Source: an optimization exercise on an open RTL-to-GDS flow (aim: small area, a short achievable clock period and few clock cycles per item). Production flows keep margins and buffers that such runs may drop. Where RTL was checked, it was by simulation tests only, not by an equivalence proof against the original. Power figures rest on the tool's default switching activity, not on a simulated workload.

Setup of job 8023:
## byte_range_header_parser_core
module byte_range_header_parser_core #(
   parameter int MAX_RANGE_COUNT = brhp_pkg::DEFAULT_MAX_RANGE_COUNT,
   parameter int OFFSET_BITS     = brhp_pkg::DEFAULT_OFFSET_BITS
) (
   input  logic                                clock,
   input  logic                                reset,
   input  logic                                req_tvalid,
   output logic                                req_tready,
   input  logic [brhp_pkg::BYTE_BITS-1:0]      req_tdata,    
   input  logic                                req_tlast,    
   output logic                                rsp_tvalid,
   input  logic                                rsp_tready,
   output logic [brhp_pkg::RSP_DATA_BITS-1:0]  rsp_tdata,
   output logic                                rsp_tlast,    
   input  logic                                csr_wr_en,
   input  logic [brhp_pkg::FILE_SIZE_BITS-1:0] csr_wr_data   
);
clock: 13.0 ns
lec_check: 0
cap_margin: 20
core_margin: 2
core_utilization: 50
slew_margin: 20
standard.sh (not shown) runs the stock make flow with config.mk's settings and CLKGATE_MAP_FILE= SYNTH_SCRIPT=/design/flow/synth_recipe.tcl, a recipe that flattens the netlist after the stock synthesis.
==> flow/flow/run.sh <==
#!/bin/bash
# The standard layout (standard.sh: ORFS synth to finish at the design's clock
# and constraints), with these changes to how the layout is made:
#  - timing repair keeps working until 9.2 ns of setup slack (a 3.8 ns target) instead
#    of stopping at 0;
#  - the port buffers that the flow puts on every input and output are the plain
#    buf_1 cell rather than the resizer's default pick (a 10 um2 delay buffer);
#    the resizer may still size them up;
#  - the resizer may size a cell to any drive strength, not only to cells with
#    the same footprint (MATCH_CELL_FOOTPRINT=0, given on the make command line
#    as the platform sets it).
# Every tool's output goes to standard.log in this folder (ORFS's own per-step
# logs stay under orfs/logs).
export SETUP_SLACK_MARGIN=9.2
export BUFFER_PORTS_ARGS="-buffer_cell sky130_fd_sc_hd__buf_1"
bash standard.sh MATCH_CELL_FOOTPRINT=0 finish > standard.log 2>&1
Job 8023 closes out successfully: all stages finished, all timing, DRC and antenna checks passed.
Testbench counts of job 8023, summed over its fixed seeds: cycles 49,634, bytes 48,723.
Modified inputs, job 6838 compared to job 8023
--- a/flow/flow/run.sh
+++ b/flow/flow/run.sh
@@ -4 +4 @@
-#  - timing repair keeps working until 9.2 ns of setup slack (a 3.8 ns target) instead
+#  - timing repair keeps working until 9 ns of setup slack (a 4 ns target) instead
@@ -14 +14 @@
-export SETUP_SLACK_MARGIN=9.2
+export SETUP_SLACK_MARGIN=9
[summary]
- Met2 routing resource usage after global routing (job 6838 over job 8023): decrease, 6.1 points
- In job 6838, the utilization came out 3.7 points below the value in job 8023.
- Of job 6838 and job 8023, the run reporting the lower power consumption was job 6838.
- Area growth from synthesis to layout (lower): job 6838
- Row global-route usage: job 6838 lower / job 8023 higher
- Routed wire length of job 6838 falls short of that of job 8023 slightly.
Setup changes, job 6838 to job 3788
--- a/flow/flow/run.sh
+++ b/flow/flow/run.sh
@@ -3 +3 @@
-# and constraints), with these changes to how the layout is made:
+# and constraints), with two changes to how the layout is made:
@@ -8,4 +8 @@
-#    the resizer may still size them up;
-#  - the resizer may size a cell to any drive strength, not only to cells with
-#    the same footprint (MATCH_CELL_FOOTPRINT=0, given on the make command line
-#    as the platform sets it).
+#    the resizer may still size them up.
@@ -16 +13 @@
-bash standard.sh MATCH_CELL_FOOTPRINT=0 finish > standard.log 2>&1
+bash standard.sh > standard.log 2>&1
[summary]
Job 3788 went all the way through synthesis, placement and routing and the layout is clean on timing, DRC and antenna.
Looking at job 6838 and job 3788, the maximum clock rate is a wash.
Synthesis-to-layout area growth | job 3788 above job 6838
Routed wire length in job 3788 is 4.2% higher than in job 6838
Inputs modified between job 3788 and job 8546:
--- a/flow/flow/run.sh
+++ b/flow/flow/run.sh
@@ -8 +8,4 @@
-#    the resizer may still size them up.
+#    the resizer may still size them up;
+#  - the resizer may size a cell to any drive strength, not only to cells with
+#    the same footprint (MATCH_CELL_FOOTPRINT=0, given on the make command line
+#    as the platform sets it).
@@ -13 +16 @@
-bash standard.sh > standard.log 2>&1
+bash standard.sh MATCH_CELL_FOOTPRINT=0 finish > standard.log 2>&1
- Critical path depth ends up higher on job 8546.
- For routed wire length on met2, dividing the value from job 3788 by the value from job 8546 gives 1.2.
- On worst voltage drop across the vdd grid, job 3788 beats job 8546.
- [compare] base=job 3788 new=job 8546: met3 routed wirelength has increased; total wire length has decreased.
- Job 8546: combinational group share of total power is 0.3 points lower than what job 3788 reported.
- [compare] base=job 3788 new=job 8546: clock period minus final worst setup slack now sits at about the same level, endpoint required time on the critical path now sits lower.
- The cell with the largest stage delay on the worst path comes out sky130_fd_sc_hd__a21oi_4 in one run and sky130_fd_sc_hd__a221o_1 in the other, namely in job 8546 and job 3788 respectively.

========
Setup of before:
byte_range_header_parser_core, a different RTL version from the one above (not shown whole).
For scale: roughly 2000 cells after synthesis, about 230 flip-flops, ~230 I/O pins, ~19000 um^2 of cells after synthesis.
==> flow/design.v (excerpt) <==
module byte_range_header_parser_core #(
   parameter int MAX_RANGE_COUNT = brhp_pkg::DEFAULT_MAX_RANGE_COUNT,
   parameter int OFFSET_BITS     = brhp_pkg::DEFAULT_OFFSET_BITS
) (
   input  logic                                clock,
   input  logic                                reset,
   input  logic                                req_tvalid,
   output logic                                req_tready,
   input  logic [brhp_pkg::BYTE_BITS-1:0]      req_tdata,    
   input  logic                                req_tlast,    
   output logic                                rsp_tvalid,
   input  logic                                rsp_tready,
   output logic [brhp_pkg::RSP_DATA_BITS-1:0]  rsp_tdata,
   output logic                                rsp_tlast,    
   input  logic                                csr_wr_en,
   input  logic [brhp_pkg::FILE_SIZE_BITS-1:0] csr_wr_data   
);
export LEC_CHECK = 0
export CAP_MARGIN = 20
export CORE_MARGIN = 2
export CORE_UTILIZATION = 60
export SLEW_MARGIN = 20
create_clock -name core_clock -period 13.0 [get_ports {clock}]
==> flow/flow/run.sh <==
#!/bin/bash
# Standard layout with a deeper setup repair target; all tool output goes to logs here.
export SETUP_SLACK_MARGIN=9
bash standard.sh > standard.log 2>&1
Testbench counts of before, summed over its fixed seeds: cycles 49,634, bytes 48,723.
The following lists how after was set up differently from before:
Settings: setting SETUP_SLACK_MARGIN to 5 for the first time.
==> flow/run.sh (new file) <==
#!/bin/bash
# synth_recipe.tcl (not shown) runs the flow's synth.tcl, then flattens the netlist and writes it again
# the make line also repeats each setting of config.mk as NAME=value (left out here)
make -C /OpenROAD-flow-scripts/flow DESIGN_CONFIG=/design/flow/config.mk WORK_HOME=/design/flow/orfs CLKGATE_MAP_FILE= SYNTH_SCRIPT=/design/flow/synth_recipe.tcl finish
removed: flow/flow/run.sh
removed: flow/standard.sh
### Flow results
before → after: clock transition at the registers of the reported paths held, portion of the clock cycle consumed by the worst path in the final layout up 7.9 points, clock period minus worst slack now sits higher.
Growth of design area from synthesis to finish ended up 14 points lower on after than on before.
after vs before: number of vias in the routed layout down by more than 10%
Comparing after and before, the higher wire length of the first global-routing pass is on before.
Final total power was higher in before than in after.
Of the two values seen for launch point of the critical path, first_ff[9] was produced by before and cur_ff[5] by after.

========
Another version of the RTL of byte_range_header_parser_core (not shown whole).
Size in the first run: roughly 230 flip-flops, about 230 I/O pins, about 0.023 sq mm of cells after synthesis.
clock: 13.0 ns
lec_check: 0
cap_margin: 20
core_margin: 2
core_utilization: 60
setup_slack_margin: 5
slew_margin: 20
run.sh (not shown) runs the stock make flow with config.mk's settings and CLKGATE_MAP_FILE= SYNTH_SCRIPT=/design/flow/synth_recipe.tcl, a recipe that flattens the netlist after the stock synthesis.
Stock flow here: none of the scripts above is used.
The first run finished clean.
Then changed:
--- a/flow/config.mk
+++ b/flow/config.mk
@@ -6,7 +6,7 @@
 export NUM_CORES = 4
 export LEC_CHECK = 0
-export CAP_MARGIN = 20
+export CAP_MARGIN = 60
 export CORE_MARGIN = 2
 export CORE_UTILIZATION = 60
 export SETUP_SLACK_MARGIN = 5
-export SLEW_MARGIN = 20
+export SLEW_MARGIN = 60
Sequential power hardly moves.
Count of clock-buffer cells in the layout shrinks by 2.
Power increases by 0.72%.
Design area rises by 0.69%.
Function was not checked in any run of this note: the RTL went through the layout flow alone.

========
== build 12 ==
Another version of the RTL of byte_range_header_parser_core (not shown whole).
For scale: roughly 17000 µm² of cells after synthesis.
clock: 13.0 ns
lec_check: 0
cap_margin: 20
core_margin: 2
core_utilization: 50
slew_margin: 20
tns_end_percent: 0
standard.sh (not shown) runs the stock make flow with config.mk's settings and CLKGATE_MAP_FILE= SYNTH_SCRIPT=/design/flow/synth_recipe.tcl, a recipe that flattens the netlist after the stock synthesis.
==> flow/flow/run.sh <==
#!/bin/bash
# The standard layout (standard.sh: ORFS synth to finish at the design's clock
# and constraints), with two changes to how the layout is made:
#  - timing repair keeps working until 9 ns of setup slack (a 4 ns target) instead
#    of stopping at 0;
#  - the port buffers that the flow puts on every input and output are the plain
#    buf_1 cell rather than the resizer's default pick (a 10 um2 delay buffer);
#    the resizer may still size them up.
# Every tool's output goes to standard.log in this folder (ORFS's own per-step
# logs stay under orfs/logs).
export SETUP_SLACK_MARGIN=9
export BUFFER_PORTS_ARGS="-buffer_cell sky130_fd_sc_hd__buf_1"
bash standard.sh > standard.log 2>&1
No stage failed in build 12, and the final checks on the layout all came back clean.
> inputs changed (build 12 -> build 6)
Settings: TNS_END_PERCENT no longer set, was 0.
-- flow/flow/run.sh --
<<< build 12, line 10
# logs stay under orfs/logs).
export SETUP_SLACK_MARGIN=9
export BUFFER_PORTS_ARGS="-buffer_cell sky130_fd_sc_hd__buf_1"
>>> build 6, line 10
# logs stay under orfs/logs).
export SETUP_SLACK_MARGIN=8.8
export BUFFER_PORTS_ARGS="-buffer_cell sky130_fd_sc_hd__buf_1"
Results
Every stage of the flow completed for build 6, and the final layout passed the timing, DRC and antenna checks. In terms of sequential cell area share, build 12 and build 6 differ only marginally. Delta (build 6 minus build 12): clock power saw an increase, pre-CTS worst setup slack saw a decrease, maximum frequency saw a decrease, worst hold margin saw a decrease, overall power saw an increase.
Edits applied to the flow inputs when going from build 6 to build 37:
-- flow/flow/run.sh --
<<< build 6, line 10
# logs stay under orfs/logs).
export SETUP_SLACK_MARGIN=8.8
export BUFFER_PORTS_ARGS="-buffer_cell sky130_fd_sc_hd__buf_1"
>>> build 37, line 10
# logs stay under orfs/logs).
export SETUP_SLACK_MARGIN=9.2
export BUFFER_PORTS_ARGS="-buffer_cell sky130_fd_sc_hd__buf_1"
[summary]
nfirst_ff[43] as the end point of the critical path was reported by build 6, and rsp_tdata[101] by build 37.
Comparing proportion of final cell area spent on non-clock buffers for build 6 and build 37, the smaller number came from build 6.
For count of plain and timing-repair buffers, dividing the value from build 37 by the value from build 6 gives 1.6.
Re met1 global-route usage: build 37 is 1.2 points up on build 6.
Of build 6 and build 37, build 37 shows the lower clock share of power, with build 6 above it.
The total length of routed wires of build 37 exceeds that of build 6 by 9.2%.
Build 6 reports its cell with the biggest individual delay on the critical path as sky130_fd_sc_hd__a31oi_2 while build 37 reports sky130_fd_sc_hd__edfxtp_1.
No functional check of the RTL was part of any run of this note.

[static timing again, ports no longer ideal]
The flow's constraints put no driver on any port. The routed layouts listed below were extracted and timed again, unchanged, in two steps.
Step 1, drivers: a clkbuf_16 drives clock and a buf_2 each remaining input, both assumed.
Step 2 also shifts input and output timing later by t, the mid clock arrival at the registers, as if the neighbouring blocks saw the same clock.
Slacks: ideal / step 1 / step 2; pairs: ideal / step 1.
run | t, ns | setup slack, ns | latest minus earliest clock arrival (ns) | worst register clock-pin slew, ns | pins driven straight from the clock port
job 8023 | 0.600 | 9.230 / 9.179 / 8.692 | 0.010 / 0.010 | 0.06 / 0.06 | 1
job 6838 | 0.602 | 9.005 / 8.976 / 8.435 | 0.017 / 0.016 | 0.06 / 0.06 | 1
job 3788 | 0.607 | 9.007 / 8.998 / 8.429 | 0.011 / 0.011 | 0.06 / 0.06 | 1
job 8546 | 0.602 | 9.005 / 8.976 / 8.435 | 0.017 / 0.016 | 0.06 / 0.06 | 1
before | 0.604 | 8.741 / 8.741 / 8.616 | 0.019 / 0.018 | 0.07 / 0.07 | 1
after | 0.603 | 7.708 / 7.708 / 7.705 | 0.011 / 0.011 | 0.07 / 0.07 | 1
the first run of note 3 | 0.621 | 7.563 / 7.563 / 7.563 | 0.017 / 0.017 | 0.07 / 0.07 | 1
the second run of note 3 | 0.608 | 7.521 / 7.521 / 7.521 | 0.028 / 0.028 | 0.07 / 0.07 | 1
build 12 | 0.614 | 8.871 / 8.891 / 8.291 | 0.021 / 0.022 | 0.07 / 0.07 | 1
build 6 | 0.624 | 8.842 / 8.863 / 8.250 | 0.016 / 0.016 | 0.07 / 0.07 | 1
build 37 | 0.624 | 9.092 / 9.038 / 8.609 | 0.016 / 0.016 | 0.07 / 0.07 | 1
After both steps setup and hold are still met in every run listed. For build 6, which loses most, drivers alone change the setup slack by +0.021 ns; drivers and shift together by -0.592 ns.
